Source: an optimization exercise on an open RTL-to-GDS flow (aim: small area and a short achievable clock period). Production flows keep margins and buffers that such runs may drop. Function was checked by simulation only, so behaviour that the tests miss may differ from the original.

==> flow/design.v <==
package fpu_pkg;
	typedef struct packed {
		logic                   sign;
		logic [8-1:0]  exp;
		logic [23-1:0] frac;
	} float_fields_t;
	typedef union packed {
		logic [32-1:0] word;
		float_fields_t          f;
	} float_t;
	typedef enum logic [1:0] {
		op_add = 2'b00,
		op_sub = 2'b01,
		op_rsv = 2'b10,
		op_mul = 2'b11
	} fpu_op_t;
endpackage
module fpu_special_case (
	input  fpu_pkg::float_t i_a,
	input  fpu_pkg::float_t i_b,
	input  logic            i_is_mul,
	output logic            o_hit,
	output fpu_pkg::float_t o_value
);
	localparam logic [8-1:0] exp_ones = 255;
	localparam logic [32-2:0] inf_mag = {exp_ones, {23{1'b0}}};
	logic   a_zero;
	logic   a_inf;
	logic   a_nan;
	logic   b_zero;
	logic   b_inf;
	logic   b_nan;
	logic   sign_x;
	fpu_pkg::float_t zero_val;
	fpu_pkg::float_t inf_val;
	assign a_zero = (i_a.word[32-2:0] == '0);
	assign a_inf  = (i_a.word[32-2:0] == inf_mag);
	assign a_nan  = (i_a.word[32-2:0] > inf_mag);
	assign b_zero = (i_b.word[32-2:0] == '0);
	assign b_inf  = (i_b.word[32-2:0] == inf_mag);
	assign b_nan  = (i_b.word[32-2:0] > inf_mag);
	assign sign_x        = i_a.f.sign ^ i_b.f.sign;
	assign zero_val.word = {sign_x, {(32-1){1'b0}}};
	assign inf_val.word  = {sign_x, inf_mag};
	always_comb begin
		o_hit   = 1'b1;
		o_value = i_a;
		if (i_is_mul) begin
			if (a_nan) begin
				o_value = i_a;
			end else if (b_nan) begin
				o_value = i_b;
			end else if (a_zero || b_zero) begin
				o_value = zero_val;
			end else if (a_inf || b_inf) begin
				o_value = inf_val;
			end else begin
				o_hit = 1'b0;
			end
		end else begin
			if (a_nan || b_zero) begin
				o_value = i_a;
			end else if (b_nan || a_zero) begin
				o_value = i_b;
			end else if (a_inf) begin
				o_value = i_a;
			end else if (b_inf) begin
				o_value = i_b;
			end else begin
				o_hit = 1'b0;
			end
		end
	end
endmodule
module fpu_add_round (
	input  logic                i_sign,
	input  logic [8:0] i_exp,
	input  logic [27:0] i_mant,
	output fpu_pkg::float_t     o_sum
);
	logic [4:0]             lead;
	logic [4:0]             shift;
	logic [27:0]    norm;
	logic [8:0]    norm_exp;
	logic                   inc;
	logic [24:0]   rounded;
	logic [8:0]    res_exp;
	logic [23-1:0] res_frac;
	fpu_pkg::float_t                 packed_sum;
	always_comb begin
		lead = '0;
		for (int i = 0; i < 27; i++) begin
			if (i_mant[i]) begin
				lead = 5'(i);
			end
		end
	end
	assign shift    = 5'(27 - 1) - lead;
	assign norm     = i_mant << shift;
	assign norm_exp = i_exp - {{(8-4){1'b0}}, shift};
	assign inc     = norm[2] & (norm[1] | norm[0] | norm[3]);
	assign rounded = norm[27:3] + {{24{1'b0}}, inc};
	always_comb begin
		if (rounded[24]) begin
			res_frac = rounded[24-1:1];
			res_exp  = norm_exp + 1'b1;
		end else begin
			res_frac = rounded[23-1:0];
			res_exp  = norm_exp;
		end
	end
	always_comb begin
		if (i_mant == '0) begin
			packed_sum = '0;
		end else begin
			packed_sum.f.sign = i_sign;
			packed_sum.f.exp  = res_exp[8-1:0];
			packed_sum.f.frac = res_frac;
		end
	end
	assign o_sum = packed_sum;
endmodule
module fpu_adder (
	input  fpu_pkg::float_t     i_a,
	input  fpu_pkg::float_t     i_b,
	output logic                o_sign,
	output logic [8:0] o_exp,
	output logic [27:0] o_mant,
	output fpu_pkg::float_t     o_sum
);
	localparam logic [8-1:0] exp_sub = 1;
	localparam int wide_w = 24 + 27 - 1;
	logic                   a_big;
	fpu_pkg::float_t                 big_op;
	fpu_pkg::float_t                 small_op;
	logic [8-1:0]  big_exp;
	logic [8-1:0]  small_exp;
	logic [24-1:0] big_mant;
	logic [24-1:0] small_mant;
	logic [8-1:0]  diff;
	logic [wide_w-1:0]      wide;
	logic [27-1:0]  big_ext;
	logic [27-1:0]  small_ext;
	logic [27:0]    raw;
	assign a_big    = (i_a.word[32-2:0] >= i_b.word[32-2:0]);
	assign big_op   = a_big ? i_a : i_b;
	assign small_op = a_big ? i_b : i_a;
	assign big_exp    = (big_op.f.exp == '0) ? exp_sub : big_op.f.exp;
	assign small_exp  = (small_op.f.exp == '0) ? exp_sub : small_op.f.exp;
	assign big_mant   = {|big_op.f.exp, big_op.f.frac};
	assign small_mant = {|small_op.f.exp, small_op.f.frac};
	assign diff    = big_exp - small_exp;
	assign big_ext = {big_mant, 3'b000};
	always_comb begin
		wide = {small_mant, {(27-1){1'b0}}} >> diff;
		if (diff > (27 - 1)) begin
			small_ext = {{(27-1){1'b0}}, |small_mant};
		end else begin
			small_ext = {wide[wide_w-1 -: 27-1], |wide[24-1:0]};
		end
	end
	always_comb begin
		if (big_op.f.sign == small_op.f.sign) begin
			raw = {1'b0, big_ext} + {1'b0, small_ext};
		end else begin
			raw = {1'b0, big_ext} - {1'b0, small_ext};
		end
	end
	always_comb begin
		if (raw[27]) begin
			o_mant = {1'b0, raw[27:2], raw[1] | raw[0]};
			o_exp  = {1'b0, big_exp} + 1'b1;
		end else begin
			o_mant = raw;
			o_exp  = {1'b0, big_exp};
		end
	end
	assign o_sign = big_op.f.sign;
	fpu_add_round u_round (
		.i_sign (o_sign),
		.i_exp  (o_exp),
		.i_mant (o_mant),
		.o_sum  (o_sum)
	);
endmodule
module fpu_multiplier (
	input  fpu_pkg::float_t i_a,
	input  fpu_pkg::float_t i_b,
	output fpu_pkg::float_t o_product
);
	localparam int prod_w = 2 * 24;
	localparam logic [8-1:0] exp_sub = 1;
	localparam logic [8+1:0] bias = 127;
	logic [8-1:0]  a_exp;
	logic [8-1:0]  b_exp;
	logic [24-1:0] a_mant;
	logic [24-1:0] b_mant;
	logic [prod_w-1:0]      product;
	logic [8+1:0]  exp_sum;
	logic [5:0]             lead;
	logic [5:0]             lshift;
	logic [prod_w-1:0]      norm;
	logic [8+1:0]  res_exp;
	fpu_pkg::float_t                 res;
	assign a_exp  = (i_a.f.exp == '0) ? exp_sub : i_a.f.exp;
	assign b_exp  = (i_b.f.exp == '0) ? exp_sub : i_b.f.exp;
	assign a_mant = {|i_a.f.exp, i_a.f.frac};
	assign b_mant = {|i_b.f.exp, i_b.f.frac};
	assign product = a_mant * b_mant;
	assign exp_sum = {2'b00, a_exp} + {2'b00, b_exp} - bias;
	always_comb begin
		lead = '0;
		for (int i = 0; i < prod_w; i++) begin
			if (product[i]) begin
				lead = 6'(i);
			end
		end
	end
	assign lshift = 6'(prod_w - 2) - lead;
	always_comb begin
		if (product[prod_w-1]) begin
			norm    = product >> 1;
			res_exp = exp_sum + 1'b1;
		end else begin
			norm    = product << lshift;
			res_exp = exp_sum - {{(8-4){1'b0}}, lshift};
		end
	end
	always_comb begin
		res.f.sign = i_a.f.sign ^ i_b.f.sign;
		res.f.exp  = res_exp[8-1:0];
		res.f.frac = norm[prod_w-3 -: 23];
	end
	assign o_product = res;
endmodule
module fpu_top (
	input  logic             clk,
	input  logic             i_rst_n,
	input  logic [1:0]       i_op,
	input  logic [31:0]      i_a,
	input  logic [31:0]      i_b,
	output logic [31:0]      o_result
);
	fpu_pkg::float_t a_w;
	fpu_pkg::float_t b_w;
	logic   is_sub;
	logic   is_mul;
	fpu_pkg::float_t eff_b;
	logic   sc_hit;
	fpu_pkg::float_t sc_value;
	fpu_pkg::float_t sum;
	fpu_pkg::float_t product;
	fpu_pkg::float_t next_result;
	assign a_w.word = i_a;
	assign b_w.word = i_b;
	assign is_sub = (i_op == fpu_pkg::op_sub);
	assign is_mul = (i_op == fpu_pkg::op_mul);
	always_comb begin
		eff_b        = b_w;
		eff_b.f.sign = b_w.f.sign ^ is_sub;
	end
	fpu_special_case u_special (
		.i_a      (a_w),
		.i_b      (eff_b),
		.i_is_mul (is_mul),
		.o_hit    (sc_hit),
		.o_value  (sc_value)
	);
	fpu_adder u_adder (
		.i_a    (a_w),
		.i_b    (eff_b),
		.o_sign (),
		.o_exp  (),
		.o_mant (),
		.o_sum  (sum)
	);
	fpu_multiplier u_mult (
		.i_a       (a_w),
		.i_b       (b_w),
		.o_product (product)
	);
	always_comb begin
		case (i_op)
			fpu_pkg::op_rsv:  next_result.word = 32'h7FC0_0000;
			fpu_pkg::op_mul:  next_result = sc_hit ? sc_value : product;
			default: next_result = sc_hit ? sc_value : sum;
		endcase
	end
	always_ff @(posedge clk or negedge i_rst_n) begin
		if (!i_rst_n) begin
			o_result <= '0;
		end else begin
			o_result <= next_result.word;
		end
	end
endmodule
==> flow/run.sh <==
#!/bin/bash
# synth_recipe.tcl (not shown) runs the flow's synth.tcl, then flattens the netlist and writes it again
# the make line also repeats each setting of config.mk as NAME=value (left out here)
make -C /OpenROAD-flow-scripts/flow DESIGN_CONFIG=/design/flow/config.mk WORK_HOME=/design/flow/orfs CLKGATE_MAP_FILE= SYNTH_SCRIPT=/design/flow/synth_recipe.tcl finish
==> flow/config.mk <==
export PLATFORM = sky130hd
export DESIGN_NAME = fpu_top
export DESIGN_NICKNAME = fpu_top
export VERILOG_FILES = /design/flow/design.v
export SDC_FILE = /design/flow/constraint.sdc
export NUM_CORES = 4
export LEC_CHECK = 0
export CAP_MARGIN = 20
export CORE_MARGIN = 2
export CORE_UTILIZATION = 40
export SLEW_MARGIN = 20
==> flow/constraint.sdc <==
create_clock -name core_clock -period 17.0 [get_ports {clk}]
set_input_delay 3.4000 -clock core_clock [delete_from_list [all_inputs] [get_ports {clk}]]
set_output_delay 3.4000 -clock core_clock [all_outputs]
set_load 0.01 [all_outputs]
==> metrics.md <==
| Metric | Value |
|---|---|
| CTS sink cnt | 32 |
| Core area | 0.09361 mm2 |
| Setup crit start kind | input pin |
| Async SR Flop Fraction | 100.0% |
| Via density | 5.938 |
| # DRC | 0 |
| Top cells by count, synth | inv_1 (669), nand2_1 (618), fa_1 (487), nor2_1 (320), ha_1 (318) |
| Post-synth cell types | 116 |
| Synthesis-stage register bit count | 32 |
| Via count | 40900 |
| Initial Util | 40.50% |
| Max reg flops | 32 |
| Detailed Route WL | 176700 um |
| Ys Warns | 5 |
| Die H | 311.9 um |
| Crit path from | i_a[23] |
| Die Wd | 311.9 um |
| Syn Inst Count | 4980 |
| IO Port Bufs | 99 |
| Result of the run | complete, no violations |
| Initial antenna violation count | 9 |
| Nets | 6504 |
| Clk pin slew, worst setup/hold paths | 0.07 ns |
| Cells after DPL | 6842 |
| Final HPWL DP | 140000 um |
| P&R area growth vs syn | 23.95% |
| Placed Area | 0.04593 mm2 |
| Area contributors post-synth | fa_1 (26%), ha_1 (10%), inv_1 (6.6%), nand2_1 (6.1%), mux2i_1 (4.3%) |
| Pin count of the biggest net entering global routing | 45 |
| Top_reg_cell synth | dfrtp_1 |
| Crit path required time | 17.19 ns |
| Slowest CP cell | or4_4 |
| Register area share after synthesis | 2.112% |
| Max cap viols | 0 |
| CP Max Fanout | 8 |
| Tmin final | 16.68 ns |
| Final worst setup slack | 0.3181 ns |
| Crit path kind | in2reg |
| 1st-iter DRT viols | 4136 |
| Wire length of the first global-routing pass | 262800 um |
| Largest registers | o_result x32 |
| Final setup viols | 0 |
| Clk buf depth | 2 |
| Pre-CTS setup slack | -0.6176 ns |
| Most numerous cell in the Yosys netlist | inv_1 |
| CP endpoint | o_result[29] |
| Total grt overflow | 0 |
| CP peak stage delay | 0.53 ns |
| Design area | 0.04699 mm2 |
| FP Rows | 112 |
| TritonRoute pass-1 iters | 5 |
| F_max | 59.95 MHz |
| Wire length per cell | 25.66 um |
| GPL Wtd Cong | 1.017 |
| Number of flops mapped to enable cells by yosys | 0 |
| FILL cells | 9480 |
| Worst Hold Class | in2async |
| Die ar. | 0.09726 mm2 |
| Vias in the first global route | 40020 |
| Hold Vio Cnt, Final | 0 |
| Post-synth top area share | 25.72% |
| Yosys top cell by area | fa_1 |
| Top reg by flops | o_result |
| Hold_ws | 3.549 ns |
| Crit end category | flop |
| GRT Total Usage | 35.80% |
| TritonCTS Buffers | 5 |
| Mean post-synth cell area | 7.613 um2 |
| Final Cycle Share | 98.13% |
| Clock root cell | clkbuf_16 |
| Hold buffer count at CTS | 0 |
| H-tree Lvls | 2 |
| Crit path top cell by count | buf_4 |
| Io pins | 100 |
| Routed Antenna Nets | 0 |
| Fin cells | 6888 |
| Syn nets | 5853 |
| Mapped Area | 0.03791 mm2 |
| CTS tree | done |
| WP data arrival | 16.87 ns |
| Layout cell share with drive strength beyond 1 | 21.47% |
| Slew HR | 22.98% |
| Slew @ Worst Pin | 1.151 ns |
| Final Max Tran Viols | 0 |
## cell type report
type                    count  area, um2  share of cell area, %
multi-input cells        3935      34180                  72.72
inverters                 674       2531                  5.386
diodes                      2      5.005                0.01065
clock buffers               6      128.9                 0.2742
well taps                1254       1569                  3.339
flip-flops and latches     32      800.8                  1.704
clock inverters             2      35.03                0.07455
repair buffers            983       7749                  16.49
## per-stage QoR
stage	utilization (%)	setup TNS [ns]
after floorplan	-	0
after global placement	49.07	-11.21
after detailed placement	49.07	-14.98
after CTS	49.43	0
after global routing	50.20	-0.04117
final	50.20	0
## logic make-up after synthesis
| logic type | after synthesis | share of synthesized area, % |
|---|---|---|
| buf+inv | 1015 | 10.36 |
| mux | 242 | 7.475 |
| flops | 32 | 2.112 |
| simple gates | 1680 | 21.46 |
| fa+ha+maj | 805 | 36.21 |
| xor+xnor | 129 | 2.980 |
| compound gates | 1077 | 19.40 |
## worst max-delay path, delay by kind of cell
family | cells | cell delay, ns
XOR/XNOR | 1 | 0.27
buffers and inverters | 14 | 1.86
AND/OR/NAND/NOR | 19 | 4.06
adder cells (fa/ha/maj) | 5 | 1.33
AO/OA/AOI/OAI | 20 | 5.04
multiplexers | 3 | 0.91
## worst min path at each step
stage            start           end  depth (start not counted)
2_1_floorplan  i_rst_n   o_result[0]                          0
3_3_place_gp   i_rst_n  o_result[22]                          2
3_5_place_dp   i_rst_n  o_result[22]                          2
4_1_cts        i_rst_n  o_result[22]                          2
5_1_grt        i_rst_n  o_result[22]                          2
6_report       i_rst_n  o_result[22]                          2
## routing by layer
metal	global-route usage (%)	wire (um)
met4	13.12	8172
met5	0	27
met3	5.464	15890
met2	55.92	77770
met1	49.97	74870
## layout by cell type (no fill, tap or decap), types with 18 or more instances in the layout
cell type          n
a211o_1           20
a211oi_1          43
a21o_1            53
a21oi_1          255
a221oi_1          29
a31oi_1           34
and2_1           245
and3_1            28
buf_4            864
clkdlybuf4s50_1   67
dfrtp_1           32
fa_1             485
ha_1             300
inv_1            654
inv_2             18
mux2_2            47
mux2i_1          160
mux4_2            27
nand2_1          614
nand2b_1          26
nand3_1          113
nand4_1           47
nor2_1           310
nor2b_1           24
nor3_1            80
nor4_1            31
o211ai_1          45
o21a_1            28
o21ai_0          192
o21ai_1           18
o221ai_1          26
o22ai_1           26
o31ai_1           19
or3_1             36
xnor2_1           87
xor2_1            29
## what timing repair did
item,CTS,global route
setup buffers,8,28
pin swaps,7,75
endpoints found under the setup margin,31,31
gates cloned,0,2
endpoints found under the hold margin,0,0
gates resized for setup,23,153

==> static timing again, ports no longer ideal <==
How much do the figures lean on ideal ports? The routed layout below was timed once more, with nothing changed but the port constraints. Step 1, drivers: a clkbuf_16 drives clk and a buf_2 each remaining input, both assumed. Step 2 times the ports against the registers' clock, not the clock port: input delays grow and output delays shrink by t, the midpoint of the rising clock arrivals with the driver on. Slacks: ideal / step 1 / step 2; pairs: ideal / step 1.
shift t [ns]: 0.329
setup WS [ns]: 0.318 / 0.325 / -0.004
slew at the worst register clock pin (ns): 0.07 / 0.07
With both steps, setup timing fails in this run, where it was met with ideal ports. The setup slack of this run moves by +0.007 ns with the drivers and by -0.322 ns with both steps.
